Background: an optimization exercise with open tools, aiming at small area, a short achievable clock period and few clock cycles per item. Do not read the settings as production practice. The RTL was checked by simulation tests, not by an equivalence proof against the original design.

==> flow/run.sh <==
#!/bin/bash
# synth_recipe.tcl (not shown) runs the flow's synth.tcl, then flattens the netlist and writes it again
# the make line also repeats each setting of config.mk as NAME=value (left out here)
make -C /OpenROAD-flow-scripts/flow DESIGN_CONFIG=/design/flow/config.mk WORK_HOME=/design/flow/orfs CLKGATE_MAP_FILE= SYNTH_SCRIPT=/design/flow/synth_recipe.tcl finish
==> flow/config.mk <==
export PLATFORM = sky130hd
export DESIGN_NAME = relu_neuron_array
export DESIGN_NICKNAME = relu_neuron_array
export VERILOG_FILES = /design/flow/design.v
export SDC_FILE = /design/flow/constraint.sdc
export NUM_CORES = 4
export LEC_CHECK = 0
export CAP_MARGIN = 20
export CORE_MARGIN = 2
export CORE_UTILIZATION = 50
export SLEW_MARGIN = 20
export SYNTH_HIERARCHICAL = 1
export SYNTH_MINIMUM_KEEP_SIZE = 0
==> flow/constraint.sdc <==
create_clock -name core_clock -period 10.0 [get_ports {clk}]
set_input_delay 2.0000 -clock core_clock [delete_from_list [all_inputs] [get_ports {clk}]]
set_output_delay 2.0000 -clock core_clock [all_outputs]
set_load 0.01 [all_outputs]
==> flow/design.v <==
package relu_pkg;
    localparam int NDIG = 9;
endpackage
module fa (input logic a, b, c, output logic s, co);
    assign s  = a ^ b ^ c;
    assign co = (a & b) | (a & c) | (b & c);
endmodule
module ha (input logic a, b, output logic s, co);
    assign s  = a ^ b;
    assign co = a & b;
endmodule
module mac_lane (
    input  logic        clk,
    input  logic        fire,   
    input  logic [17:0] x,
    input  logic [17:0] w,
    input  logic        keep_d,  
    input  logic        mv,     
    output logic [16:0] res
);
    logic [8:0]  one_q, two_q, neg_q;    
    logic [17:0] w_q;
    logic        keep;
    logic [18:0] xe;
    assign xe = {x, 1'b0};
    always_ff @(posedge clk) begin
        for (int j = 0; j < 9; j++) begin
            one_q[j] <= fire && (xe[2*j+1] ^ xe[2*j]);
            two_q[j] <= fire && ((xe[2*j+2] && !xe[2*j+1] && !xe[2*j]) ||
                                 (!xe[2*j+2] && xe[2*j+1] && xe[2*j]));
            neg_q[j] <= fire && xe[2*j+2];
        end
        w_q <= w;
        keep <= keep_d;
    end
    logic [43:0] acc0_q, acc1_q, acc0_d, acc1_d;
    wire s0, c0;
    fa u_s0 ((acc0_q[0] & keep), (acc1_q[0] & keep), neg_q[0], s0, c0);
    wire s1, c1;
    fa u_s1 ((acc0_q[1] & keep), (acc1_q[1] & keep), (((one_q[0] & w_q[1]) | (two_q[0] & w_q[0])) ^ neg_q[0]), s1, c1);
    wire s2, c2;
    fa u_s2 ((acc0_q[2] & keep), (acc1_q[2] & keep), neg_q[1], s2, c2);
    wire s3, c3;
    fa u_s3 ((((one_q[0] & w_q[2]) | (two_q[0] & w_q[1])) ^ neg_q[0]), ((one_q[1] & w_q[0]) ^ neg_q[1]), s2, s3, c3);
    wire s4, c4;
    fa u_s4 ((acc0_q[3] & keep), (acc1_q[3] & keep), (((one_q[0] & w_q[3]) | (two_q[0] & w_q[2])) ^ neg_q[0]), s4, c4);
    wire s5, c5;
    fa u_s5 ((((one_q[1] & w_q[1]) | (two_q[1] & w_q[0])) ^ neg_q[1]), c2, s4, s5, c5);
    wire s6, c6;
    fa u_s6 ((acc0_q[4] & keep), (acc1_q[4] & keep), neg_q[2], s6, c6);
    wire s7, c7;
    fa u_s7 ((((one_q[0] & w_q[4]) | (two_q[0] & w_q[3])) ^ neg_q[0]), (((one_q[1] & w_q[2]) | (two_q[1] & w_q[1])) ^ neg_q[1]), ((one_q[2] & w_q[0]) ^ neg_q[2]), s7, c7);
    wire s8, c8;
    fa u_s8 (s6, c4, s7, s8, c8);
    wire s9, c9;
    fa u_s9 ((acc0_q[5] & keep), (acc1_q[5] & keep), (((one_q[0] & w_q[5]) | (two_q[0] & w_q[4])) ^ neg_q[0]), s9, c9);
    wire s10, c10;
    fa u_s10 ((((one_q[1] & w_q[3]) | (two_q[1] & w_q[2])) ^ neg_q[1]), (((one_q[2] & w_q[1]) | (two_q[2] & w_q[0])) ^ neg_q[2]), c6, s10, c10);
    wire s11, c11;
    fa u_s11 (c7, s9, s10, s11, c11);
    wire s12, c12;
    fa u_s12 ((acc0_q[6] & keep), (acc1_q[6] & keep), neg_q[3], s12, c12);
    wire s13, c13;
    fa u_s13 ((((one_q[0] & w_q[6]) | (two_q[0] & w_q[5])) ^ neg_q[0]), (((one_q[1] & w_q[4]) | (two_q[1] & w_q[3])) ^ neg_q[1]), (((one_q[2] & w_q[2]) | (two_q[2] & w_q[1])) ^ neg_q[2]), s13, c13);
    wire s14, c14;
    fa u_s14 (((one_q[3] & w_q[0]) ^ neg_q[3]), s12, c9, s14, c14);
    wire s15, c15;
    fa u_s15 (s13, c10, s14, s15, c15);
    wire s16, c16;
    fa u_s16 ((acc0_q[7] & keep), (acc1_q[7] & keep), (((one_q[0] & w_q[7]) | (two_q[0] & w_q[6])) ^ neg_q[0]), s16, c16);
    wire s17, c17;
    fa u_s17 ((((one_q[1] & w_q[5]) | (two_q[1] & w_q[4])) ^ neg_q[1]), (((one_q[2] & w_q[3]) | (two_q[2] & w_q[2])) ^ neg_q[2]), (((one_q[3] & w_q[1]) | (two_q[3] & w_q[0])) ^ neg_q[3]), s17, c17);
    wire s18, c18;
    fa u_s18 (c12, c13, s16, s18, c18);
    wire s19, c19;
    fa u_s19 (s17, c14, s18, s19, c19);
    wire s20, c20;
    fa u_s20 ((acc0_q[8] & keep), (acc1_q[8] & keep), neg_q[4], s20, c20);
    wire s21, c21;
    fa u_s21 ((((one_q[0] & w_q[8]) | (two_q[0] & w_q[7])) ^ neg_q[0]), (((one_q[1] & w_q[6]) | (two_q[1] & w_q[5])) ^ neg_q[1]), (((one_q[2] & w_q[4]) | (two_q[2] & w_q[3])) ^ neg_q[2]), s21, c21);
    wire s22, c22;
    fa u_s22 ((((one_q[3] & w_q[2]) | (two_q[3] & w_q[1])) ^ neg_q[3]), ((one_q[4] & w_q[0]) ^ neg_q[4]), s20, s22, c22);
    wire s23, c23;
    fa u_s23 (c16, c17, s21, s23, c23);
    wire s24, c24;
    fa u_s24 (s22, c18, s23, s24, c24);
    wire s25, c25;
    fa u_s25 ((acc0_q[9] & keep), (acc1_q[9] & keep), (((one_q[0] & w_q[9]) | (two_q[0] & w_q[8])) ^ neg_q[0]), s25, c25);
    wire s26, c26;
    fa u_s26 ((((one_q[1] & w_q[7]) | (two_q[1] & w_q[6])) ^ neg_q[1]), (((one_q[2] & w_q[5]) | (two_q[2] & w_q[4])) ^ neg_q[2]), (((one_q[3] & w_q[3]) | (two_q[3] & w_q[2])) ^ neg_q[3]), s26, c26);
    wire s27, c27;
    fa u_s27 ((((one_q[4] & w_q[1]) | (two_q[4] & w_q[0])) ^ neg_q[4]), c20, c21, s27, c27);
    wire s28, c28;
    fa u_s28 (s25, s26, c22, s28, c28);
    wire s29, c29;
    fa u_s29 (s27, c23, s28, s29, c29);
    wire s30, c30;
    fa u_s30 ((acc0_q[10] & keep), (acc1_q[10] & keep), neg_q[5], s30, c30);
    wire s31, c31;
    fa u_s31 ((((one_q[0] & w_q[10]) | (two_q[0] & w_q[9])) ^ neg_q[0]), (((one_q[1] & w_q[8]) | (two_q[1] & w_q[7])) ^ neg_q[1]), (((one_q[2] & w_q[6]) | (two_q[2] & w_q[5])) ^ neg_q[2]), s31, c31);
    wire s32, c32;
    fa u_s32 ((((one_q[3] & w_q[4]) | (two_q[3] & w_q[3])) ^ neg_q[3]), (((one_q[4] & w_q[2]) | (two_q[4] & w_q[1])) ^ neg_q[4]), ((one_q[5] & w_q[0]) ^ neg_q[5]), s32, c32);
    wire s33, c33;
    fa u_s33 (s30, c25, c26, s33, c33);
    wire s34, c34;
    fa u_s34 (s31, s32, c27, s34, c34);
    wire s35, c35;
    fa u_s35 (s33, c28, s34, s35, c35);
    wire s36, c36;
    fa u_s36 ((acc0_q[11] & keep), (acc1_q[11] & keep), (((one_q[0] & w_q[11]) | (two_q[0] & w_q[10])) ^ neg_q[0]), s36, c36);
    wire s37, c37;
    fa u_s37 ((((one_q[1] & w_q[9]) | (two_q[1] & w_q[8])) ^ neg_q[1]), (((one_q[2] & w_q[7]) | (two_q[2] & w_q[6])) ^ neg_q[2]), (((one_q[3] & w_q[5]) | (two_q[3] & w_q[4])) ^ neg_q[3]), s37, c37);
    wire s38, c38;
    fa u_s38 ((((one_q[4] & w_q[3]) | (two_q[4] & w_q[2])) ^ neg_q[4]), (((one_q[5] & w_q[1]) | (two_q[5] & w_q[0])) ^ neg_q[5]), c30, s38, c38);
    wire s39, c39;
    fa u_s39 (c31, c32, s36, s39, c39);
    wire s40, c40;
    fa u_s40 (s37, s38, c33, s40, c40);
    wire s41, c41;
    fa u_s41 (s39, c34, s40, s41, c41);
    wire s42, c42;
    fa u_s42 ((acc0_q[12] & keep), (acc1_q[12] & keep), neg_q[6], s42, c42);
    wire s43, c43;
    fa u_s43 ((((one_q[0] & w_q[12]) | (two_q[0] & w_q[11])) ^ neg_q[0]), (((one_q[1] & w_q[10]) | (two_q[1] & w_q[9])) ^ neg_q[1]), (((one_q[2] & w_q[8]) | (two_q[2] & w_q[7])) ^ neg_q[2]), s43, c43);
    wire s44, c44;
    fa u_s44 ((((one_q[3] & w_q[6]) | (two_q[3] & w_q[5])) ^ neg_q[3]), (((one_q[4] & w_q[4]) | (two_q[4] & w_q[3])) ^ neg_q[4]), (((one_q[5] & w_q[2]) | (two_q[5] & w_q[1])) ^ neg_q[5]), s44, c44);
    wire s45, c45;
    fa u_s45 (((one_q[6] & w_q[0]) ^ neg_q[6]), s42, c36, s45, c45);
    wire s46, c46;
    fa u_s46 (c37, s43, s44, s46, c46);
    wire s47, c47;
    fa u_s47 (c38, s45, c39, s47, c47);
    wire s48, c48;
    fa u_s48 (s46, c40, s47, s48, c48);
    wire s49, c49;
    fa u_s49 ((acc0_q[13] & keep), (acc1_q[13] & keep), (((one_q[0] & w_q[13]) | (two_q[0] & w_q[12])) ^ neg_q[0]), s49, c49);
    wire s50, c50;
    fa u_s50 ((((one_q[1] & w_q[11]) | (two_q[1] & w_q[10])) ^ neg_q[1]), (((one_q[2] & w_q[9]) | (two_q[2] & w_q[8])) ^ neg_q[2]), (((one_q[3] & w_q[7]) | (two_q[3] & w_q[6])) ^ neg_q[3]), s50, c50);
    wire s51, c51;
    fa u_s51 ((((one_q[4] & w_q[5]) | (two_q[4] & w_q[4])) ^ neg_q[4]), (((one_q[5] & w_q[3]) | (two_q[5] & w_q[2])) ^ neg_q[5]), (((one_q[6] & w_q[1]) | (two_q[6] & w_q[0])) ^ neg_q[6]), s51, c51);
    wire s52, c52;
    fa u_s52 (c42, c43, c44, s52, c52);
    wire s53, c53;
    fa u_s53 (s49, s50, s51, s53, c53);
    wire s54, c54;
    fa u_s54 (c45, s52, c46, s54, c54);
    wire s55, c55;
    fa u_s55 (s53, c47, s54, s55, c55);
    wire s56, c56;
    fa u_s56 ((acc0_q[14] & keep), (acc1_q[14] & keep), neg_q[7], s56, c56);
    wire s57, c57;
    fa u_s57 ((((one_q[0] & w_q[14]) | (two_q[0] & w_q[13])) ^ neg_q[0]), (((one_q[1] & w_q[12]) | (two_q[1] & w_q[11])) ^ neg_q[1]), (((one_q[2] & w_q[10]) | (two_q[2] & w_q[9])) ^ neg_q[2]), s57, c57);
    wire s58, c58;
    fa u_s58 ((((one_q[3] & w_q[8]) | (two_q[3] & w_q[7])) ^ neg_q[3]), (((one_q[4] & w_q[6]) | (two_q[4] & w_q[5])) ^ neg_q[4]), (((one_q[5] & w_q[4]) | (two_q[5] & w_q[3])) ^ neg_q[5]), s58, c58);
    wire s59, c59;
    fa u_s59 ((((one_q[6] & w_q[2]) | (two_q[6] & w_q[1])) ^ neg_q[6]), ((one_q[7] & w_q[0]) ^ neg_q[7]), s56, s59, c59);
    wire s60, c60;
    fa u_s60 (c49, c50, c51, s60, c60);
    wire s61, c61;
    fa u_s61 (s57, s58, s59, s61, c61);
    wire s62, c62;
    fa u_s62 (c52, s60, c53, s62, c62);
    wire s63, c63;
    fa u_s63 (s61, c54, s62, s63, c63);
    wire s64, c64;
    fa u_s64 ((acc0_q[15] & keep), (acc1_q[15] & keep), (((one_q[0] & w_q[15]) | (two_q[0] & w_q[14])) ^ neg_q[0]), s64, c64);
    wire s65, c65;
    fa u_s65 ((((one_q[1] & w_q[13]) | (two_q[1] & w_q[12])) ^ neg_q[1]), (((one_q[2] & w_q[11]) | (two_q[2] & w_q[10])) ^ neg_q[2]), (((one_q[3] & w_q[9]) | (two_q[3] & w_q[8])) ^ neg_q[3]), s65, c65);
    wire s66, c66;
    fa u_s66 ((((one_q[4] & w_q[7]) | (two_q[4] & w_q[6])) ^ neg_q[4]), (((one_q[5] & w_q[5]) | (two_q[5] & w_q[4])) ^ neg_q[5]), (((one_q[6] & w_q[3]) | (two_q[6] & w_q[2])) ^ neg_q[6]), s66, c66);
    wire s67, c67;
    fa u_s67 ((((one_q[7] & w_q[1]) | (two_q[7] & w_q[0])) ^ neg_q[7]), c56, c57, s67, c67);
    wire s68, c68;
    fa u_s68 (c58, s64, s65, s68, c68);
    wire s69, c69;
    fa u_s69 (s66, c59, c60, s69, c69);
    wire s70, c70;
    fa u_s70 (s67, s68, c61, s70, c70);
    wire s71, c71;
    fa u_s71 (c62, s69, s70, s71, c71);
    wire s72, c72;
    fa u_s72 ((acc0_q[16] & keep), (acc1_q[16] & keep), neg_q[8], s72, c72);
    wire s73, c73;
    fa u_s73 ((((one_q[0] & w_q[16]) | (two_q[0] & w_q[15])) ^ neg_q[0]), (((one_q[1] & w_q[14]) | (two_q[1] & w_q[13])) ^ neg_q[1]), (((one_q[2] & w_q[12]) | (two_q[2] & w_q[11])) ^ neg_q[2]), s73, c73);
    wire s74, c74;
    fa u_s74 ((((one_q[3] & w_q[10]) | (two_q[3] & w_q[9])) ^ neg_q[3]), (((one_q[4] & w_q[8]) | (two_q[4] & w_q[7])) ^ neg_q[4]), (((one_q[5] & w_q[6]) | (two_q[5] & w_q[5])) ^ neg_q[5]), s74, c74);
    wire s75, c75;
    fa u_s75 ((((one_q[6] & w_q[4]) | (two_q[6] & w_q[3])) ^ neg_q[6]), (((one_q[7] & w_q[2]) | (two_q[7] & w_q[1])) ^ neg_q[7]), ((one_q[8] & w_q[0]) ^ neg_q[8]), s75, c75);
    wire s76, c76;
    fa u_s76 (s72, c64, c65, s76, c76);
    wire s77, c77;
    fa u_s77 (c66, s73, s74, s77, c77);
    wire s78, c78;
    fa u_s78 (s75, c67, s76, s78, c78);
    wire s79, c79;
    fa u_s79 (c68, s77, c69, s79, c79);
    wire s80, c80;
    fa u_s80 (s78, c70, s79, s80, c80);
    wire s81, c81;
    fa u_s81 ((acc0_q[17] & keep), (acc1_q[17] & keep), (((one_q[0] & w_q[17]) | (two_q[0] & w_q[16])) ^ neg_q[0]), s81, c81);
    wire s82, c82;
    fa u_s82 ((((one_q[1] & w_q[15]) | (two_q[1] & w_q[14])) ^ neg_q[1]), (((one_q[2] & w_q[13]) | (two_q[2] & w_q[12])) ^ neg_q[2]), (((one_q[3] & w_q[11]) | (two_q[3] & w_q[10])) ^ neg_q[3]), s82, c82);
    wire s83, c83;
    fa u_s83 ((((one_q[4] & w_q[9]) | (two_q[4] & w_q[8])) ^ neg_q[4]), (((one_q[5] & w_q[7]) | (two_q[5] & w_q[6])) ^ neg_q[5]), (((one_q[6] & w_q[5]) | (two_q[6] & w_q[4])) ^ neg_q[6]), s83, c83);
    wire s84, c84;
    fa u_s84 ((((one_q[7] & w_q[3]) | (two_q[7] & w_q[2])) ^ neg_q[7]), (((one_q[8] & w_q[1]) | (two_q[8] & w_q[0])) ^ neg_q[8]), c72, s84, c84);
    wire s85, c85;
    fa u_s85 (c73, c74, c75, s85, c85);
    wire s86, c86;
    fa u_s86 (s81, s82, s83, s86, c86);
    wire s87, c87;
    fa u_s87 (s84, c76, s85, s87, c87);
    wire s88, c88;
    fa u_s88 (c77, s86, c78, s88, c88);
    wire s89, c89;
    fa u_s89 (s87, c79, s88, s89, c89);
    wire s90, c90;
    fa u_s90 (1'b1, (acc0_q[18] & keep), (acc1_q[18] & keep), s90, c90);
    wire s91, c91;
    fa u_s91 (~(((one_q[0] | two_q[0]) & w_q[17]) ^ neg_q[0]), (((one_q[1] & w_q[16]) | (two_q[1] & w_q[15])) ^ neg_q[1]), (((one_q[2] & w_q[14]) | (two_q[2] & w_q[13])) ^ neg_q[2]), s91, c91);
    wire s92, c92;
    fa u_s92 ((((one_q[3] & w_q[12]) | (two_q[3] & w_q[11])) ^ neg_q[3]), (((one_q[4] & w_q[10]) | (two_q[4] & w_q[9])) ^ neg_q[4]), (((one_q[5] & w_q[8]) | (two_q[5] & w_q[7])) ^ neg_q[5]), s92, c92);
    wire s93, c93;
    fa u_s93 ((((one_q[6] & w_q[6]) | (two_q[6] & w_q[5])) ^ neg_q[6]), (((one_q[7] & w_q[4]) | (two_q[7] & w_q[3])) ^ neg_q[7]), (((one_q[8] & w_q[2]) | (two_q[8] & w_q[1])) ^ neg_q[8]), s93, c93);
    wire s94, c94;
    fa u_s94 (s90, c81, c82, s94, c94);
    wire s95, c95;
    fa u_s95 (c83, s91, s92, s95, c95);
    wire s96, c96;
    fa u_s96 (s93, c84, c85, s96, c96);
    wire s97, c97;
    fa u_s97 (s94, c86, s95, s97, c97);
    wire s98, c98;
    fa u_s98 (c87, s96, s97, s98, c98);
    wire s99, c99;
    ha u_s99 (c88, s98, s99, c99);
    wire s100, c100;
    fa u_s100 (1'b1, (acc0_q[19] & keep), (acc1_q[19] & keep), s100, c100);
    wire s101, c101;
    fa u_s101 ((((one_q[1] & w_q[17]) | (two_q[1] & w_q[16])) ^ neg_q[1]), (((one_q[2] & w_q[15]) | (two_q[2] & w_q[14])) ^ neg_q[2]), (((one_q[3] & w_q[13]) | (two_q[3] & w_q[12])) ^ neg_q[3]), s101, c101);
    wire s102, c102;
    fa u_s102 ((((one_q[4] & w_q[11]) | (two_q[4] & w_q[10])) ^ neg_q[4]), (((one_q[5] & w_q[9]) | (two_q[5] & w_q[8])) ^ neg_q[5]), (((one_q[6] & w_q[7]) | (two_q[6] & w_q[6])) ^ neg_q[6]), s102, c102);
    wire s103, c103;
    fa u_s103 ((((one_q[7] & w_q[5]) | (two_q[7] & w_q[4])) ^ neg_q[7]), (((one_q[8] & w_q[3]) | (two_q[8] & w_q[2])) ^ neg_q[8]), c90, s103, c103);
    wire s104, c104;
    fa u_s104 (s100, c91, c92, s104, c104);
    wire s105, c105;
    fa u_s105 (c93, s101, s102, s105, c105);
    wire s106, c106;
    fa u_s106 (s103, c94, s104, s106, c106);
    wire s107, c107;
    fa u_s107 (c95, s105, c96, s107, c107);
    wire s108, c108;
    fa u_s108 (c97, s106, s107, s108, c108);
    wire s109, c109;
    ha u_s109 (c98, c99, s109, c109);
    wire s110, c110;
    fa u_s110 ((acc0_q[20] & keep), (acc1_q[20] & keep), ~(((one_q[1] | two_q[1]) & w_q[17]) ^ neg_q[1]), s110, c110);
    wire s111, c111;
    fa u_s111 ((((one_q[2] & w_q[16]) | (two_q[2] & w_q[15])) ^ neg_q[2]), (((one_q[3] & w_q[14]) | (two_q[3] & w_q[13])) ^ neg_q[3]), (((one_q[4] & w_q[12]) | (two_q[4] & w_q[11])) ^ neg_q[4]), s111, c111);
    wire s112, c112;
    fa u_s112 ((((one_q[5] & w_q[10]) | (two_q[5] & w_q[9])) ^ neg_q[5]), (((one_q[6] & w_q[8]) | (two_q[6] & w_q[7])) ^ neg_q[6]), (((one_q[7] & w_q[6]) | (two_q[7] & w_q[5])) ^ neg_q[7]), s112, c112);
    wire s113, c113;
    fa u_s113 ((((one_q[8] & w_q[4]) | (two_q[8] & w_q[3])) ^ neg_q[8]), c100, c101, s113, c113);
    wire s114, c114;
    fa u_s114 (c102, c103, s110, s114, c114);
    wire s115, c115;
    fa u_s115 (s111, s112, c104, s115, c115);
    wire s116, c116;
    fa u_s116 (s113, c105, s114, s116, c116);
    wire s117, c117;
    fa u_s117 (c106, s115, s116, s117, c117);
    wire s118, c118;
    fa u_s118 (c107, s117, c108, s118, c118);
    wire s119, c119;
    fa u_s119 (1'b1, (acc0_q[21] & keep), (acc1_q[21] & keep), s119, c119);
    wire s120, c120;
    fa u_s120 ((((one_q[2] & w_q[17]) | (two_q[2] & w_q[16])) ^ neg_q[2]), (((one_q[3] & w_q[15]) | (two_q[3] & w_q[14])) ^ neg_q[3]), (((one_q[4] & w_q[13]) | (two_q[4] & w_q[12])) ^ neg_q[4]), s120, c120);
    wire s121, c121;
    fa u_s121 ((((one_q[5] & w_q[11]) | (two_q[5] & w_q[10])) ^ neg_q[5]), (((one_q[6] & w_q[9]) | (two_q[6] & w_q[8])) ^ neg_q[6]), (((one_q[7] & w_q[7]) | (two_q[7] & w_q[6])) ^ neg_q[7]), s121, c121);
    wire s122, c122;
    fa u_s122 ((((one_q[8] & w_q[5]) | (two_q[8] & w_q[4])) ^ neg_q[8]), s119, c110, s122, c122);
    wire s123, c123;
    fa u_s123 (c111, c112, s120, s123, c123);
    wire s124, c124;
    fa u_s124 (s121, c113, s122, s124, c124);
    wire s125, c125;
    fa u_s125 (c114, s123, c115, s125, c125);
    wire s126, c126;
    fa u_s126 (c116, s124, s125, s126, c126);
    wire s127, c127;
    ha u_s127 (c117, s126, s127, c127);
    wire s128, c128;
    fa u_s128 ((acc0_q[22] & keep), (acc1_q[22] & keep), ~(((one_q[2] | two_q[2]) & w_q[17]) ^ neg_q[2]), s128, c128);
    wire s129, c129;
    fa u_s129 ((((one_q[3] & w_q[16]) | (two_q[3] & w_q[15])) ^ neg_q[3]), (((one_q[4] & w_q[14]) | (two_q[4] & w_q[13])) ^ neg_q[4]), (((one_q[5] & w_q[12]) | (two_q[5] & w_q[11])) ^ neg_q[5]), s129, c129);
    wire s130, c130;
    fa u_s130 ((((one_q[6] & w_q[10]) | (two_q[6] & w_q[9])) ^ neg_q[6]), (((one_q[7] & w_q[8]) | (two_q[7] & w_q[7])) ^ neg_q[7]), (((one_q[8] & w_q[6]) | (two_q[8] & w_q[5])) ^ neg_q[8]), s130, c130);
    wire s131, c131;
    fa u_s131 (c119, c120, c121, s131, c131);
    wire s132, c132;
    fa u_s132 (s128, s129, s130, s132, c132);
    wire s133, c133;
    fa u_s133 (c122, s131, c123, s133, c133);
    wire s134, c134;
    fa u_s134 (s132, c124, s133, s134, c134);
    wire s135, c135;
    fa u_s135 (c125, s134, c126, s135, c135);
    wire s136, c136;
    fa u_s136 (1'b1, (acc0_q[23] & keep), (acc1_q[23] & keep), s136, c136);
    wire s137, c137;
    fa u_s137 ((((one_q[3] & w_q[17]) | (two_q[3] & w_q[16])) ^ neg_q[3]), (((one_q[4] & w_q[15]) | (two_q[4] & w_q[14])) ^ neg_q[4]), (((one_q[5] & w_q[13]) | (two_q[5] & w_q[12])) ^ neg_q[5]), s137, c137);
    wire s138, c138;
    fa u_s138 ((((one_q[6] & w_q[11]) | (two_q[6] & w_q[10])) ^ neg_q[6]), (((one_q[7] & w_q[9]) | (two_q[7] & w_q[8])) ^ neg_q[7]), (((one_q[8] & w_q[7]) | (two_q[8] & w_q[6])) ^ neg_q[8]), s138, c138);
    wire s139, c139;
    fa u_s139 (s136, c128, c129, s139, c139);
    wire s140, c140;
    fa u_s140 (c130, s137, s138, s140, c140);
    wire s141, c141;
    fa u_s141 (c131, s139, c132, s141, c141);
    wire s142, c142;
    fa u_s142 (s140, c133, s141, s142, c142);
    wire s143, c143;
    ha u_s143 (c134, s142, s143, c143);
    wire s144, c144;
    fa u_s144 ((acc0_q[24] & keep), (acc1_q[24] & keep), ~(((one_q[3] | two_q[3]) & w_q[17]) ^ neg_q[3]), s144, c144);
    wire s145, c145;
    fa u_s145 ((((one_q[4] & w_q[16]) | (two_q[4] & w_q[15])) ^ neg_q[4]), (((one_q[5] & w_q[14]) | (two_q[5] & w_q[13])) ^ neg_q[5]), (((one_q[6] & w_q[12]) | (two_q[6] & w_q[11])) ^ neg_q[6]), s145, c145);
    wire s146, c146;
    fa u_s146 ((((one_q[7] & w_q[10]) | (two_q[7] & w_q[9])) ^ neg_q[7]), (((one_q[8] & w_q[8]) | (two_q[8] & w_q[7])) ^ neg_q[8]), c136, s146, c146);
    wire s147, c147;
    fa u_s147 (c137, c138, s144, s147, c147);
    wire s148, c148;
    fa u_s148 (s145, s146, c139, s148, c148);
    wire s149, c149;
    fa u_s149 (c140, s147, c141, s149, c149);
    wire s150, c150;
    fa u_s150 (s148, c142, s149, s150, c150);
    wire s151, c151;
    fa u_s151 (1'b1, (acc0_q[25] & keep), (acc1_q[25] & keep), s151, c151);
    wire s152, c152;
    fa u_s152 ((((one_q[4] & w_q[17]) | (two_q[4] & w_q[16])) ^ neg_q[4]), (((one_q[5] & w_q[15]) | (two_q[5] & w_q[14])) ^ neg_q[5]), (((one_q[6] & w_q[13]) | (two_q[6] & w_q[12])) ^ neg_q[6]), s152, c152);
    wire s153, c153;
    fa u_s153 ((((one_q[7] & w_q[11]) | (two_q[7] & w_q[10])) ^ neg_q[7]), (((one_q[8] & w_q[9]) | (two_q[8] & w_q[8])) ^ neg_q[8]), s151, s153, c153);
    wire s154, c154;
    fa u_s154 (c144, c145, c146, s154, c154);
    wire s155, c155;
    fa u_s155 (s152, s153, s154, s155, c155);
    wire s156, c156;
    fa u_s156 (c147, c148, s155, s156, c156);
    wire s157, c157;
    ha u_s157 (c149, s156, s157, c157);
    wire s158, c158;
    fa u_s158 ((acc0_q[26] & keep), (acc1_q[26] & keep), ~(((one_q[4] | two_q[4]) & w_q[17]) ^ neg_q[4]), s158, c158);
    wire s159, c159;
    fa u_s159 ((((one_q[5] & w_q[16]) | (two_q[5] & w_q[15])) ^ neg_q[5]), (((one_q[6] & w_q[14]) | (two_q[6] & w_q[13])) ^ neg_q[6]), (((one_q[7] & w_q[12]) | (two_q[7] & w_q[11])) ^ neg_q[7]), s159, c159);
    wire s160, c160;
    fa u_s160 ((((one_q[8] & w_q[10]) | (two_q[8] & w_q[9])) ^ neg_q[8]), c151, c152, s160, c160);
    wire s161, c161;
    fa u_s161 (s158, s159, c153, s161, c161);
    wire s162, c162;
    fa u_s162 (c154, s160, s161, s162, c162);
    wire s163, c163;
    fa u_s163 (c155, s162, c156, s163, c163);
    wire s164, c164;
    fa u_s164 (1'b1, (acc0_q[27] & keep), (acc1_q[27] & keep), s164, c164);
    wire s165, c165;
    fa u_s165 ((((one_q[5] & w_q[17]) | (two_q[5] & w_q[16])) ^ neg_q[5]), (((one_q[6] & w_q[15]) | (two_q[6] & w_q[14])) ^ neg_q[6]), (((one_q[7] & w_q[13]) | (two_q[7] & w_q[12])) ^ neg_q[7]), s165, c165);
    wire s166, c166;
    fa u_s166 ((((one_q[8] & w_q[11]) | (two_q[8] & w_q[10])) ^ neg_q[8]), s164, c158, s166, c166);
    wire s167, c167;
    fa u_s167 (c159, s165, c160, s167, c167);
    wire s168, c168;
    fa u_s168 (s166, c161, s167, s168, c168);
    wire s169, c169;
    ha u_s169 (c162, s168, s169, c169);
    wire s170, c170;
    fa u_s170 ((acc0_q[28] & keep), (acc1_q[28] & keep), ~(((one_q[5] | two_q[5]) & w_q[17]) ^ neg_q[5]), s170, c170);
    wire s171, c171;
    fa u_s171 ((((one_q[6] & w_q[16]) | (two_q[6] & w_q[15])) ^ neg_q[6]), (((one_q[7] & w_q[14]) | (two_q[7] & w_q[13])) ^ neg_q[7]), (((one_q[8] & w_q[12]) | (two_q[8] & w_q[11])) ^ neg_q[8]), s171, c171);
    wire s172, c172;
    fa u_s172 (c164, c165, s170, s172, c172);
    wire s173, c173;
    fa u_s173 (s171, c166, s172, s173, c173);
    wire s174, c174;
    fa u_s174 (c167, s173, c168, s174, c174);
    wire s175, c175;
    fa u_s175 (1'b1, (acc0_q[29] & keep), (acc1_q[29] & keep), s175, c175);
    wire s176, c176;
    fa u_s176 ((((one_q[6] & w_q[17]) | (two_q[6] & w_q[16])) ^ neg_q[6]), (((one_q[7] & w_q[15]) | (two_q[7] & w_q[14])) ^ neg_q[7]), (((one_q[8] & w_q[13]) | (two_q[8] & w_q[12])) ^ neg_q[8]), s176, c176);
    wire s177, c177;
    fa u_s177 (s175, c170, c171, s177, c177);
    wire s178, c178;
    fa u_s178 (s176, s177, c172, s178, c178);
    wire s179, c179;
    ha u_s179 (c173, s178, s179, c179);
    wire s180, c180;
    fa u_s180 ((acc0_q[30] & keep), (acc1_q[30] & keep), ~(((one_q[6] | two_q[6]) & w_q[17]) ^ neg_q[6]), s180, c180);
    wire s181, c181;
    fa u_s181 ((((one_q[7] & w_q[16]) | (two_q[7] & w_q[15])) ^ neg_q[7]), (((one_q[8] & w_q[14]) | (two_q[8] & w_q[13])) ^ neg_q[8]), c175, s181, c181);
    wire s182, c182;
    fa u_s182 (c176, s180, s181, s182, c182);
    wire s183, c183;
    fa u_s183 (c177, s182, c178, s183, c183);
    wire s184, c184;
    fa u_s184 (1'b1, (acc0_q[31] & keep), (acc1_q[31] & keep), s184, c184);
    wire s185, c185;
    fa u_s185 ((((one_q[7] & w_q[17]) | (two_q[7] & w_q[16])) ^ neg_q[7]), (((one_q[8] & w_q[15]) | (two_q[8] & w_q[14])) ^ neg_q[8]), s184, s185, c185);
    wire s186, c186;
    fa u_s186 (c180, c181, s185, s186, c186);
    wire s187, c187;
    ha u_s187 (c182, s186, s187, c187);
    wire s188, c188;
    fa u_s188 ((acc0_q[32] & keep), (acc1_q[32] & keep), ~(((one_q[7] | two_q[7]) & w_q[17]) ^ neg_q[7]), s188, c188);
    wire s189, c189;
    fa u_s189 ((((one_q[8] & w_q[16]) | (two_q[8] & w_q[15])) ^ neg_q[8]), c184, s188, s189, c189);
    wire s190, c190;
    fa u_s190 (c185, c186, s189, s190, c190);
    wire s191, c191;
    fa u_s191 (1'b1, (acc0_q[33] & keep), (acc1_q[33] & keep), s191, c191);
    wire s192, c192;
    fa u_s192 ((((one_q[8] & w_q[17]) | (two_q[8] & w_q[16])) ^ neg_q[8]), s191, c188, s192, c192);
    wire s193, c193;
    ha u_s193 (s192, c189, s193, c193);
    wire s194, c194;
    fa u_s194 ((acc0_q[34] & keep), (acc1_q[34] & keep), ~(((one_q[8] | two_q[8]) & w_q[17]) ^ neg_q[8]), s194, c194);
    wire s195, c195;
    fa u_s195 (c191, s194, c192, s195, c195);
    wire s196, c196;
    fa u_s196 (1'b1, (acc0_q[35] & keep), (acc1_q[35] & keep), s196, c196);
    wire s197, c197;
    ha u_s197 (s196, c194, s197, c197);
    wire s198, c198;
    fa u_s198 (1'b1, (acc0_q[36] & keep), (acc1_q[36] & keep), s198, c198);
    wire s199, c199;
    ha u_s199 (c196, s198, s199, c199);
    wire s200, c200;
    fa u_s200 (1'b1, (acc0_q[37] & keep), (acc1_q[37] & keep), s200, c200);
    wire s201, c201;
    ha u_s201 (c198, s200, s201, c201);
    wire s202, c202;
    fa u_s202 (1'b1, (acc0_q[38] & keep), (acc1_q[38] & keep), s202, c202);
    wire s203, c203;
    ha u_s203 (c200, s202, s203, c203);
    wire s204, c204;
    fa u_s204 (1'b1, (acc0_q[39] & keep), (acc1_q[39] & keep), s204, c204);
    wire s205, c205;
    ha u_s205 (c202, s204, s205, c205);
    wire s206, c206;
    fa u_s206 (1'b1, (acc0_q[40] & keep), (acc1_q[40] & keep), s206, c206);
    wire s207, c207;
    ha u_s207 (c204, s206, s207, c207);
    wire s208, c208;
    fa u_s208 (1'b1, (acc0_q[41] & keep), (acc1_q[41] & keep), s208, c208);
    wire s209, c209;
    ha u_s209 (c206, s208, s209, c209);
    wire s210, c210;
    fa u_s210 (1'b1, (acc0_q[42] & keep), (acc1_q[42] & keep), s210, c210);
    wire s211, c211;
    ha u_s211 (c208, s210, s211, c211);
    wire s212, c212;
    fa u_s212 (1'b1, (acc0_q[43] & keep), (acc1_q[43] & keep), s212, c212);
    wire s213, c213;
    ha u_s213 (c210, s212, s213, c213);
    assign acc0_d[0] = ((one_q[0] & w_q[0]) ^ neg_q[0]);
    assign acc1_d[0] = s0;
    assign acc0_d[1] = c0;
    assign acc1_d[1] = s1;
    assign acc0_d[2] = c1;
    assign acc1_d[2] = s3;
    assign acc0_d[3] = c3;
    assign acc1_d[3] = s5;
    assign acc0_d[4] = c5;
    assign acc1_d[4] = s8;
    assign acc0_d[5] = c8;
    assign acc1_d[5] = s11;
    assign acc0_d[6] = c11;
    assign acc1_d[6] = s15;
    assign acc0_d[7] = c15;
    assign acc1_d[7] = s19;
    assign acc0_d[8] = c19;
    assign acc1_d[8] = s24;
    assign acc0_d[9] = c24;
    assign acc1_d[9] = s29;
    assign acc0_d[10] = c29;
    assign acc1_d[10] = s35;
    assign acc0_d[11] = c35;
    assign acc1_d[11] = s41;
    assign acc0_d[12] = c41;
    assign acc1_d[12] = s48;
    assign acc0_d[13] = c48;
    assign acc1_d[13] = s55;
    assign acc0_d[14] = c55;
    assign acc1_d[14] = s63;
    assign acc0_d[15] = c63;
    assign acc1_d[15] = s71;
    assign acc0_d[16] = c71;
    assign acc1_d[16] = s80;
    assign acc0_d[17] = c80;
    assign acc1_d[17] = s89;
    assign acc0_d[18] = c89;
    assign acc1_d[18] = s99;
    assign acc0_d[19] = s108;
    assign acc1_d[19] = s109;
    assign acc0_d[20] = c109;
    assign acc1_d[20] = s118;
    assign acc0_d[21] = c118;
    assign acc1_d[21] = s127;
    assign acc0_d[22] = c127;
    assign acc1_d[22] = s135;
    assign acc0_d[23] = c135;
    assign acc1_d[23] = s143;
    assign acc0_d[24] = c143;
    assign acc1_d[24] = s150;
    assign acc0_d[25] = c150;
    assign acc1_d[25] = s157;
    assign acc0_d[26] = c157;
    assign acc1_d[26] = s163;
    assign acc0_d[27] = c163;
    assign acc1_d[27] = s169;
    assign acc0_d[28] = c169;
    assign acc1_d[28] = s174;
    assign acc0_d[29] = c174;
    assign acc1_d[29] = s179;
    assign acc0_d[30] = c179;
    assign acc1_d[30] = s183;
    assign acc0_d[31] = c183;
    assign acc1_d[31] = s187;
    assign acc0_d[32] = c187;
    assign acc1_d[32] = s190;
    assign acc0_d[33] = c190;
    assign acc1_d[33] = s193;
    assign acc0_d[34] = c193;
    assign acc1_d[34] = s195;
    assign acc0_d[35] = c195;
    assign acc1_d[35] = s197;
    assign acc0_d[36] = c197;
    assign acc1_d[36] = s199;
    assign acc0_d[37] = c199;
    assign acc1_d[37] = s201;
    assign acc0_d[38] = c201;
    assign acc1_d[38] = s203;
    assign acc0_d[39] = c203;
    assign acc1_d[39] = s205;
    assign acc0_d[40] = c205;
    assign acc1_d[40] = s207;
    assign acc0_d[41] = c207;
    assign acc1_d[41] = s209;
    assign acc0_d[42] = c209;
    assign acc1_d[42] = s211;
    assign acc0_d[43] = c211;
    assign acc1_d[43] = s213;
    always_ff @(posedge clk) begin
        acc0_q <= acc0_d;
        acc1_q <= acc1_d;
    end
    wire [43:0] pg, gg;
    ha u_pg0 (acc0_q[0], acc1_q[0], pg[0], gg[0]);
    ha u_pg1 (acc0_q[1], acc1_q[1], pg[1], gg[1]);
    ha u_pg2 (acc0_q[2], acc1_q[2], pg[2], gg[2]);
    ha u_pg3 (acc0_q[3], acc1_q[3], pg[3], gg[3]);
    ha u_pg4 (acc0_q[4], acc1_q[4], pg[4], gg[4]);
    ha u_pg5 (acc0_q[5], acc1_q[5], pg[5], gg[5]);
    ha u_pg6 (acc0_q[6], acc1_q[6], pg[6], gg[6]);
    ha u_pg7 (acc0_q[7], acc1_q[7], pg[7], gg[7]);
    ha u_pg8 (acc0_q[8], acc1_q[8], pg[8], gg[8]);
    ha u_pg9 (acc0_q[9], acc1_q[9], pg[9], gg[9]);
    ha u_pg10 (acc0_q[10], acc1_q[10], pg[10], gg[10]);
    ha u_pg11 (acc0_q[11], acc1_q[11], pg[11], gg[11]);
    ha u_pg12 (acc0_q[12], acc1_q[12], pg[12], gg[12]);
    ha u_pg13 (acc0_q[13], acc1_q[13], pg[13], gg[13]);
    ha u_pg14 (acc0_q[14], acc1_q[14], pg[14], gg[14]);
    ha u_pg15 (acc0_q[15], acc1_q[15], pg[15], gg[15]);
    ha u_pg16 (acc0_q[16], acc1_q[16], pg[16], gg[16]);
    ha u_pg17 (acc0_q[17], acc1_q[17], pg[17], gg[17]);
    ha u_pg18 (acc0_q[18], acc1_q[18], pg[18], gg[18]);
    ha u_pg19 (acc0_q[19], acc1_q[19], pg[19], gg[19]);
    ha u_pg20 (acc0_q[20], acc1_q[20], pg[20], gg[20]);
    ha u_pg21 (acc0_q[21], acc1_q[21], pg[21], gg[21]);
    ha u_pg22 (acc0_q[22], acc1_q[22], pg[22], gg[22]);
    ha u_pg23 (acc0_q[23], acc1_q[23], pg[23], gg[23]);
    ha u_pg24 (acc0_q[24], acc1_q[24], pg[24], gg[24]);
    ha u_pg25 (acc0_q[25], acc1_q[25], pg[25], gg[25]);
    ha u_pg26 (acc0_q[26], acc1_q[26], pg[26], gg[26]);
    ha u_pg27 (acc0_q[27], acc1_q[27], pg[27], gg[27]);
    ha u_pg28 (acc0_q[28], acc1_q[28], pg[28], gg[28]);
    ha u_pg29 (acc0_q[29], acc1_q[29], pg[29], gg[29]);
    ha u_pg30 (acc0_q[30], acc1_q[30], pg[30], gg[30]);
    ha u_pg31 (acc0_q[31], acc1_q[31], pg[31], gg[31]);
    ha u_pg32 (acc0_q[32], acc1_q[32], pg[32], gg[32]);
    ha u_pg33 (acc0_q[33], acc1_q[33], pg[33], gg[33]);
    ha u_pg34 (acc0_q[34], acc1_q[34], pg[34], gg[34]);
    ha u_pg35 (acc0_q[35], acc1_q[35], pg[35], gg[35]);
    ha u_pg36 (acc0_q[36], acc1_q[36], pg[36], gg[36]);
    ha u_pg37 (acc0_q[37], acc1_q[37], pg[37], gg[37]);
    ha u_pg38 (acc0_q[38], acc1_q[38], pg[38], gg[38]);
    ha u_pg39 (acc0_q[39], acc1_q[39], pg[39], gg[39]);
    ha u_pg40 (acc0_q[40], acc1_q[40], pg[40], gg[40]);
    ha u_pg41 (acc0_q[41], acc1_q[41], pg[41], gg[41]);
    ha u_pg42 (acc0_q[42], acc1_q[42], pg[42], gg[42]);
    ha u_pg43 (acc0_q[43], acc1_q[43], pg[43], gg[43]);
    wire gl_16_17 = gg[17] | (pg[17] & gg[16]);
    wire pl_16_17 = pg[17] & pg[16];
    wire gl_15_17 = gl_16_17 | (pl_16_17 & gg[15]);
    wire pl_15_17 = pl_16_17 & pg[15];
    wire gl_13_14 = gg[14] | (pg[14] & gg[13]);
    wire pl_13_14 = pg[14] & pg[13];
    wire gl_13_17 = gl_15_17 | (pl_15_17 & gl_13_14);
    wire pl_13_17 = pl_15_17 & pl_13_14;
    wire gl_11_12 = gg[12] | (pg[12] & gg[11]);
    wire pl_11_12 = pg[12] & pg[11];
    wire gl_9_10 = gg[10] | (pg[10] & gg[9]);
    wire pl_9_10 = pg[10] & pg[9];
    wire gl_9_12 = gl_11_12 | (pl_11_12 & gl_9_10);
    wire pl_9_12 = pl_11_12 & pl_9_10;
    wire gl_9_17 = gl_13_17 | (pl_13_17 & gl_9_12);
    wire pl_9_17 = pl_13_17 & pl_9_12;
    wire gl_7_8 = gg[8] | (pg[8] & gg[7]);
    wire pl_7_8 = pg[8] & pg[7];
    wire gl_6_8 = gl_7_8 | (pl_7_8 & gg[6]);
    wire pl_6_8 = pl_7_8 & pg[6];
    wire gl_4_5 = gg[5] | (pg[5] & gg[4]);
    wire pl_4_5 = pg[5] & pg[4];
    wire gl_4_8 = gl_6_8 | (pl_6_8 & gl_4_5);
    wire pl_4_8 = pl_6_8 & pl_4_5;
    wire gl_2_3 = gg[3] | (pg[3] & gg[2]);
    wire pl_2_3 = pg[3] & pg[2];
    wire gl_0_1 = gg[1] | (pg[1] & gg[0]);
    wire gl_0_3 = gl_2_3 | (pl_2_3 & gl_0_1);
    wire gl_0_8 = gl_4_8 | (pl_4_8 & gl_0_3);
    wire gl_0_17 = gl_9_17 | (pl_9_17 & gl_0_8);
    wire gs0_1 = gg[19] | (pg[19] & gg[18]);
    wire ps0_1 = pg[19] & pg[18];
    wire gs0_3 = gg[21] | (pg[21] & gg[20]);
    wire ps0_3 = pg[21] & pg[20];
    wire gs0_5 = gg[23] | (pg[23] & gg[22]);
    wire ps0_5 = pg[23] & pg[22];
    wire gs0_7 = gg[25] | (pg[25] & gg[24]);
    wire ps0_7 = pg[25] & pg[24];
    wire gs0_9 = gg[27] | (pg[27] & gg[26]);
    wire ps0_9 = pg[27] & pg[26];
    wire gs0_11 = gg[29] | (pg[29] & gg[28]);
    wire ps0_11 = pg[29] & pg[28];
    wire gs0_13 = gg[31] | (pg[31] & gg[30]);
    wire ps0_13 = pg[31] & pg[30];
    wire gs0_15 = gg[33] | (pg[33] & gg[32]);
    wire ps0_15 = pg[33] & pg[32];
    wire gs0_17 = gg[35] | (pg[35] & gg[34]);
    wire ps0_17 = pg[35] & pg[34];
    wire gs0_19 = gg[37] | (pg[37] & gg[36]);
    wire ps0_19 = pg[37] & pg[36];
    wire gs0_21 = gg[39] | (pg[39] & gg[38]);
    wire ps0_21 = pg[39] & pg[38];
    wire gs0_23 = gg[41] | (pg[41] & gg[40]);
    wire ps0_23 = pg[41] & pg[40];
    wire gs1_2 = gg[20] | (pg[20] & gs0_1);
    wire ps1_2 = pg[20] & ps0_1;
    wire gs1_3 = gs0_3 | (ps0_3 & gs0_1);
    wire ps1_3 = ps0_3 & ps0_1;
    wire gs1_6 = gg[24] | (pg[24] & gs0_5);
    wire ps1_6 = pg[24] & ps0_5;
    wire gs1_7 = gs0_7 | (ps0_7 & gs0_5);
    wire ps1_7 = ps0_7 & ps0_5;
    wire gs1_10 = gg[28] | (pg[28] & gs0_9);
    wire ps1_10 = pg[28] & ps0_9;
    wire gs1_11 = gs0_11 | (ps0_11 & gs0_9);
    wire ps1_11 = ps0_11 & ps0_9;
    wire gs1_14 = gg[32] | (pg[32] & gs0_13);
    wire ps1_14 = pg[32] & ps0_13;
    wire gs1_15 = gs0_15 | (ps0_15 & gs0_13);
    wire ps1_15 = ps0_15 & ps0_13;
    wire gs1_18 = gg[36] | (pg[36] & gs0_17);
    wire ps1_18 = pg[36] & ps0_17;
    wire gs1_19 = gs0_19 | (ps0_19 & gs0_17);
    wire ps1_19 = ps0_19 & ps0_17;
    wire gs1_22 = gg[40] | (pg[40] & gs0_21);
    wire ps1_22 = pg[40] & ps0_21;
    wire gs1_23 = gs0_23 | (ps0_23 & gs0_21);
    wire ps1_23 = ps0_23 & ps0_21;
    wire gs2_4 = gg[22] | (pg[22] & gs1_3);
    wire ps2_4 = pg[22] & ps1_3;
    wire gs2_5 = gs0_5 | (ps0_5 & gs1_3);
    wire ps2_5 = ps0_5 & ps1_3;
    wire gs2_6 = gs1_6 | (ps1_6 & gs1_3);
    wire ps2_6 = ps1_6 & ps1_3;
    wire gs2_7 = gs1_7 | (ps1_7 & gs1_3);
    wire ps2_7 = ps1_7 & ps1_3;
    wire gs2_12 = gg[30] | (pg[30] & gs1_11);
    wire ps2_12 = pg[30] & ps1_11;
    wire gs2_13 = gs0_13 | (ps0_13 & gs1_11);
    wire ps2_13 = ps0_13 & ps1_11;
    wire gs2_14 = gs1_14 | (ps1_14 & gs1_11);
    wire ps2_14 = ps1_14 & ps1_11;
    wire gs2_15 = gs1_15 | (ps1_15 & gs1_11);
    wire ps2_15 = ps1_15 & ps1_11;
    wire gs2_20 = gg[38] | (pg[38] & gs1_19);
    wire ps2_20 = pg[38] & ps1_19;
    wire gs2_21 = gs0_21 | (ps0_21 & gs1_19);
    wire ps2_21 = ps0_21 & ps1_19;
    wire gs2_22 = gs1_22 | (ps1_22 & gs1_19);
    wire ps2_22 = ps1_22 & ps1_19;
    wire gs2_23 = gs1_23 | (ps1_23 & gs1_19);
    wire ps2_23 = ps1_23 & ps1_19;
    wire gs3_8 = gg[26] | (pg[26] & gs2_7);
    wire ps3_8 = pg[26] & ps2_7;
    wire gs3_9 = gs0_9 | (ps0_9 & gs2_7);
    wire ps3_9 = ps0_9 & ps2_7;
    wire gs3_10 = gs1_10 | (ps1_10 & gs2_7);
    wire ps3_10 = ps1_10 & ps2_7;
    wire gs3_11 = gs1_11 | (ps1_11 & gs2_7);
    wire ps3_11 = ps1_11 & ps2_7;
    wire gs3_12 = gs2_12 | (ps2_12 & gs2_7);
    wire ps3_12 = ps2_12 & ps2_7;
    wire gs3_13 = gs2_13 | (ps2_13 & gs2_7);
    wire ps3_13 = ps2_13 & ps2_7;
    wire gs3_14 = gs2_14 | (ps2_14 & gs2_7);
    wire ps3_14 = ps2_14 & ps2_7;
    wire gs3_15 = gs2_15 | (ps2_15 & gs2_7);
    wire ps3_15 = ps2_15 & ps2_7;
    wire gs3_24 = gg[42] | (pg[42] & gs2_23);
    wire ps3_24 = pg[42] & ps2_23;
    wire gs4_16 = gg[34] | (pg[34] & gs3_15);
    wire ps4_16 = pg[34] & ps3_15;
    wire gs4_17 = gs0_17 | (ps0_17 & gs3_15);
    wire ps4_17 = ps0_17 & ps3_15;
    wire gs4_18 = gs1_18 | (ps1_18 & gs3_15);
    wire ps4_18 = ps1_18 & ps3_15;
    wire gs4_19 = gs1_19 | (ps1_19 & gs3_15);
    wire ps4_19 = ps1_19 & ps3_15;
    wire gs4_20 = gs2_20 | (ps2_20 & gs3_15);
    wire ps4_20 = ps2_20 & ps3_15;
    wire gs4_21 = gs2_21 | (ps2_21 & gs3_15);
    wire ps4_21 = ps2_21 & ps3_15;
    wire gs4_22 = gs2_22 | (ps2_22 & gs3_15);
    wire ps4_22 = ps2_22 & ps3_15;
    wire gs4_23 = gs2_23 | (ps2_23 & gs3_15);
    wire ps4_23 = ps2_23 & ps3_15;
    wire gs4_24 = gs3_24 | (ps3_24 & gs3_15);
    wire ps4_24 = ps3_24 & ps3_15;
    wire [43:18] cy, sum;
    assign cy[18] = gl_0_17;
    assign cy[19] = gg[18] | (pg[18] & gl_0_17);
    assign cy[20] = gs0_1 | (ps0_1 & gl_0_17);
    assign cy[21] = gs1_2 | (ps1_2 & gl_0_17);
    assign cy[22] = gs1_3 | (ps1_3 & gl_0_17);
    assign cy[23] = gs2_4 | (ps2_4 & gl_0_17);
    assign cy[24] = gs2_5 | (ps2_5 & gl_0_17);
    assign cy[25] = gs2_6 | (ps2_6 & gl_0_17);
    assign cy[26] = gs2_7 | (ps2_7 & gl_0_17);
    assign cy[27] = gs3_8 | (ps3_8 & gl_0_17);
    assign cy[28] = gs3_9 | (ps3_9 & gl_0_17);
    assign cy[29] = gs3_10 | (ps3_10 & gl_0_17);
    assign cy[30] = gs3_11 | (ps3_11 & gl_0_17);
    assign cy[31] = gs3_12 | (ps3_12 & gl_0_17);
    assign cy[32] = gs3_13 | (ps3_13 & gl_0_17);
    assign cy[33] = gs3_14 | (ps3_14 & gl_0_17);
    assign cy[34] = gs3_15 | (ps3_15 & gl_0_17);
    assign cy[35] = gs4_16 | (ps4_16 & gl_0_17);
    assign cy[36] = gs4_17 | (ps4_17 & gl_0_17);
    assign cy[37] = gs4_18 | (ps4_18 & gl_0_17);
    assign cy[38] = gs4_19 | (ps4_19 & gl_0_17);
    assign cy[39] = gs4_20 | (ps4_20 & gl_0_17);
    assign cy[40] = gs4_21 | (ps4_21 & gl_0_17);
    assign cy[41] = gs4_22 | (ps4_22 & gl_0_17);
    assign cy[42] = gs4_23 | (ps4_23 & gl_0_17);
    assign cy[43] = gs4_24 | (ps4_24 & gl_0_17);
    assign sum = pg[43:18] ^ cy;
    logic [16:0] act;
    always_comb begin
        if (sum[43])          act = 17'd0;
        else if (|sum[42:35]) act = 17'h1ffff;
        else                    act = sum[34:18];
    end
    always_ff @(posedge clk) begin
        if (mv) res <= act;
    end
endmodule
module relu_neuron_array
#(
    parameter int N          = 18,
    parameter int LANES      = 4,
    parameter int K_MAX      = 256,
    parameter int SHIFT      = 18,
    parameter int LEAK_SHIFT = 3
) (
    input  logic                 clk,
    input  logic                 rst,
    input  logic                 in_valid,
    output logic                 in_ready,
    input  logic                 in_last,
    input  logic [N-1:0]         in_x,
    input  logic [LANES*N-1:0]   in_w,
    output logic                 out_valid,
    input  logic                 out_ready,
    output logic [LANES*N-1:0]   out_data,
    output logic                 err_ovf
);
    logic [7:0]      cnt_q;       
    logic            b_q;         
    logic            bc_q;        
    logic            start_q;     
    logic            p_q;         
    logic            v_q;         
    logic            err_q;
    logic fire, close, mv, keep_d;
    assign in_ready = !((bc_q && (v_q || p_q)) || (p_q && v_q));
    assign fire     = in_valid && in_ready;
    assign close    = fire && (in_last || (&cnt_q));
    assign mv       = p_q && (!v_q || out_ready);
    assign keep_d   = !(fire && (b_q ? bc_q : start_q));
    always_ff @(posedge clk or negedge rst) begin
        if (!rst) begin
            cnt_q   <= '0;
            b_q     <= 1'b0;
            bc_q    <= 1'b0;
            start_q <= 1'b1;
            p_q     <= 1'b0;
            v_q     <= 1'b0;
            err_q   <= 1'b0;
        end else begin
            if (close)      cnt_q <= '0;
            else if (fire)  cnt_q <= cnt_q + 8'd1;
            if (close && !in_last) err_q <= 1'b1;
            b_q  <= fire;
            bc_q <= close;
            if (b_q) start_q <= bc_q;
            p_q  <= bc_q || (p_q && !mv);
            v_q  <= mv || (v_q && !out_ready);
        end
    end
    for (genvar i = 0; i < LANES; i++) begin : g_lane
        mac_lane u_lane (
            .clk  (clk),
            .fire (fire),
            .x    (in_x),
            .w    (in_w[i*N +: N]),
            .keep_d (keep_d),
            .mv   (mv),
            .res  (out_data[i*N +: N-1])
        );
        assign out_data[i*N+N-1] = 1'b0;
    end
    assign out_valid = v_q;
    assign err_ovf   = err_q;
endmodule
==> results_dict.tcl <==
set metrics [dict create \
    tightest_slew_ps 1060 \
    core_area_um2 105000 \
    vias 36093 \
    critPathKind "reg -> reg" \
    synth.top_cell.area_share_pct 29.6 \
    drv_cap 0 \
    critPathLaunch "g_lane[0].u_lane.keep$_DFF_P_" \
    fin_tns_setup_ps 0 \
    postCtsSetupBuffers 0 \
    wl_per_cell_um 21.3 \
    hold_violations 0 \
    grt_usage_pct 25.7 \
    h-tree-depth 3 \
    async_flop_share_pct 2.27 \
    die_y_um 329 \
    ys_seq_area_share_pct 24.8 \
    cp-start-kind "flop" \
    grt_pass1_wl_um 218000 \
    ant_nets 0 \
    cts.reportedPaths.clkPinSlew_ps 60 \
    drv_slew 0 \
    holdWs_ps 510 \
    wl_um 135000 \
    avgViaCountPerCell 5.70 \
    clock_path_buffers 3 \
    ctsHoldBuffers 0 \
    p_leak_nw 22.4 \
    end_kind "flop" \
    overflow 0 \
    postPlaceCellArea_um2 55800 \
    fin_nets 6011 \
    ys_warn_count 8 \
    dp.cells 6190 \
    yosys.cell_types.count 62 \
    max_freq_mhz 231 \
    synth_ff_type "dfxtp_1" \
    status "timing/DRC/antenna clean" \
    yosys_register_bits 618 \
    power.density_nw_per_um2 360 \
    ios 170 \
    min-delay-start "cnt_q[0]$_DFFE_PN0P_" \
    io_buffers 165 \
    cts_root_buf "clkbuf_16" \
    rsz0062_at_grt "no" \
    drc_errors 0 \
    grt_max_degree 101 \
    critPathMaxFanout 57 \
    antenna_found_initial 7 \
    grt_pass1_vias 37902 \
    dr.pass1.iters 6 \
    pre_cts_slack_ps 5680 \
    yosysTopAreaCell "fa_1" \
    synthTopCellsByArea "fa_1 (30%), dfxtp_1 (20%), xnor2_1 (11%), a22oi_1 (8.7%), ha_1 (6.0%)" \
    finalInstanceArea_um2 58400 \
    drt_iter0_markers 2738 \
    rrSetupSlack_ps 5670 \
    power.total_mw 21.0 \
    synth_edf_count 68 \
    fin_ws_ps 5670 \
    min_period_over_period_pct 43.3 \
    setup_violations 0 \
    hold_class "reg -> reg" \
    instances_no_fill 6337 \
    fin_skew_ps 25.7 \
    die_w_um 329 \
    n_fill_cell 9271 \
    fp.dieArea_um2 109000 \
    critPathRequiredTime_ps 10530 \
    syn_inst 4876 \
    cts.sinks 618 \
    cts_tree "built" \
    num_rows 119 \
    period_needed_ps 4330 \
    cts_buffers 78 \
    fin_util_pct 55.6 \
    maxSlewHeadroom_pct 29.3 \
    clk_latency_ps 670 \
    worstPathArrival_ps 4860 \
    r2r-start "g_lane[0].u_lane.keep$_DFF_P_" \
    syn_area_um2 52900 \
    post_cts_resized 0 \
    dp_hpwl_um 95900 \
    ir_drop_mv 0.167 \
    avgSynthCellArea_um2 10.9 \
    gp_congestion 0.863 \
    drive_gt1_share_pct 5.46 \
    start_util_pct 50.4 \
    synthToLayoutAreaGrowth_pct 10.3 \
]
critical path: stages, from the launching register on:
cell and delay, ps:
dfxtp_2 1000, buf_4 410, and2_1 200, fa_1 450
fa_1 450, fa_1 390, fa_1 460, fa_1 390
fa_1 440
report_power, final:
group / total (mW) / internal [mW] / switching, mW
clock: 2.91 / 1.74 / 1.17
sequential: 4.46 / 3.86 / 0.601
combinational: 13.7 / 6.38 / 7.28
layer usage:
layer | share of wire, % | global-route usage [%]
met1 | 46 | 37.7
met2 | 44 | 38.8
met3 | 7.7 | 4.87
met4 | 2.1 | 6.74
met5 | 0.024 | 0
path summary, 6_finish.rpt:
path                                                       endpoint  cells past startpoint
worst max-delay path            g_lane[0].u_lane.acc1_q[22]$_DFF_P_                      8
worst min-delay path                           cnt_q[0]$_DFFE_PN0P_                      1
worst max register to register  g_lane[0].u_lane.acc1_q[22]$_DFF_P_                      8
worst min register to register                 cnt_q[0]$_DFFE_PN0P_                      1
max in group asynchronous                      cnt_q[5]$_DFFE_PN0P_                      1
min in group asynchronous                         err_q$_DFFE_PN0P_                      1
Yosys stat by module (local to each module, per instance):
module | cell area [µm²] | flip-flops and latches | times used
mac_lane | 8360 | 151 | 4
relu_neuron_array | 697 | 14 | 1
fa | 20.0 | 0 | 784
ha | 12.5 | 0 | 248
cell type report:
cell class,count,area (µm²),area share (%)
clock inverter,35,355,0.608
multi-input combinational,3851,38300,65.5
clock buffer,108,2270,3.89
timing repair buffer,269,2430,4.16
sequential,618,13100,22.5
inverter,61,229,0.392
antenna,4,10.0,0.0171
tap,1391,1740,2.98
sequential cells by signal, indices dropped and copies added (netlist names):
signal,count
cnt_q,8
g_lane.u_lane.one_q,36
g_lane.u_lane.keep,4
bc_q,1
g_lane.u_lane.w_q,72
g_lane.u_lane.two_q,36
g_lane.u_lane.neg_q,36
p_q,1
b_q,1
err_q,1
g_lane.u_lane.res,68
v_q,1
g_lane.u_lane.acc1_q,176
g_lane.u_lane.acc0_q,176
start_q,1
cell usage in the layout, fill, tap and decap left out, drive strengths merged, types with 8 or more instances in the layout:
| cell | count |
|---|---|
| nor4 | 9 |
| buf | 105 |
| nor2b | 16 |
| clkinv | 23 |
| nand4 | 25 |
| edfxtp | 68 |
| o22ai | 16 |
| dfxtp | 536 |
| o211ai | 8 |
| nor3 | 22 |
| a31oi | 8 |
| a221oi | 12 |
| inv | 65 |
| a21o | 16 |
| clkdlybuf4s50 | 164 |
| a211oi | 8 |
| xor2 | 104 |
| mux2i | 12 |
| nand2 | 196 |
| nand3 | 30 |
| fa | 784 |
| o31ai | 9 |
| or2 | 8 |
| conb | 76 |
| and2 | 458 |
| nor2 | 118 |
| o21ai | 132 |
| a22oi | 612 |
| ha | 253 |
| dfrtp | 13 |
| clkbuf | 108 |
| xnor2 | 690 |
| a21oi | 166 |
logic make-up after synthesis:
| kind of cell | after synthesis | synth area share (%) |
|---|---|---|
| other cells | 5 | 0.0355 |
| simple gates | 903 | 9.20 |
| buf+inv | 478 | 3.49 |
| mux | 13 | 0.248 |
| compound gates | 1027 | 13.5 |
| flops | 618 | 24.8 |
| xor+xnor | 794 | 13.1 |
| fa+ha+maj | 1038 | 35.6 |
synthesized netlist by cell type (5+ instances only):
library cell / number
nor2_1: 118
nand3_1: 30
buf_6: 5
o21ai_1: 10
mux2i_1: 12
nor2b_1: 16
ha_1: 253
o31ai_1: 9
xnor2_1: 690
nand2_1: 196
o21ai_0: 122
nor3_1: 18
xor2_1: 104
nor4_1: 9
or2_2: 8
and3_1: 6
dfrtp_1: 13
a22oi_1: 612
conb_1: 5
a211oi_1: 8
inv_1: 60
and2_1: 458
a21o_1: 16
buf_1: 84
edfxtp_1: 68
o211ai_1: 8
clkbuf_1: 324
fa_1: 784
o22ai_1: 16
nand4_1: 25
a21oi_1: 162
dfxtp_1: 536
a31oi_1: 8
Testbench counts, summed over its fixed seeds: cycles 16,199, vectors 480.

## separate check: timing with driven ports
The flow's constraints put no driver on any port. The routed layout listed below was extracted and timed again, unchanged, in two steps.
Step 1 (the two cells are an assumption about what drives the block):
set clk [get_ports {clk}]
set_driving_cell -lib_cell sky130_fd_sc_hd__clkbuf_16 $clk
set_driving_cell -lib_cell sky130_fd_sc_hd__buf_2 [delete_from_list [all_inputs] $clk]
Step 2 also shifts input and output timing later by t, the mid clock arrival at the registers, as if the neighbouring blocks saw the same clock.
Slacks: ideal / step 1 / step 2; pairs: ideal / step 1.
t, ns: 0.724
slack for setup (ns): 5.667 / 5.667 / 5.667
clock arrival spread, ns: 0.028 / 0.029
worst data-port slew with drivers (ns): 0.15
After both steps setup and hold are still met in this run. For this run, drivers alone change the setup slack by 0.000 ns; drivers and shift together by 0.000 ns.
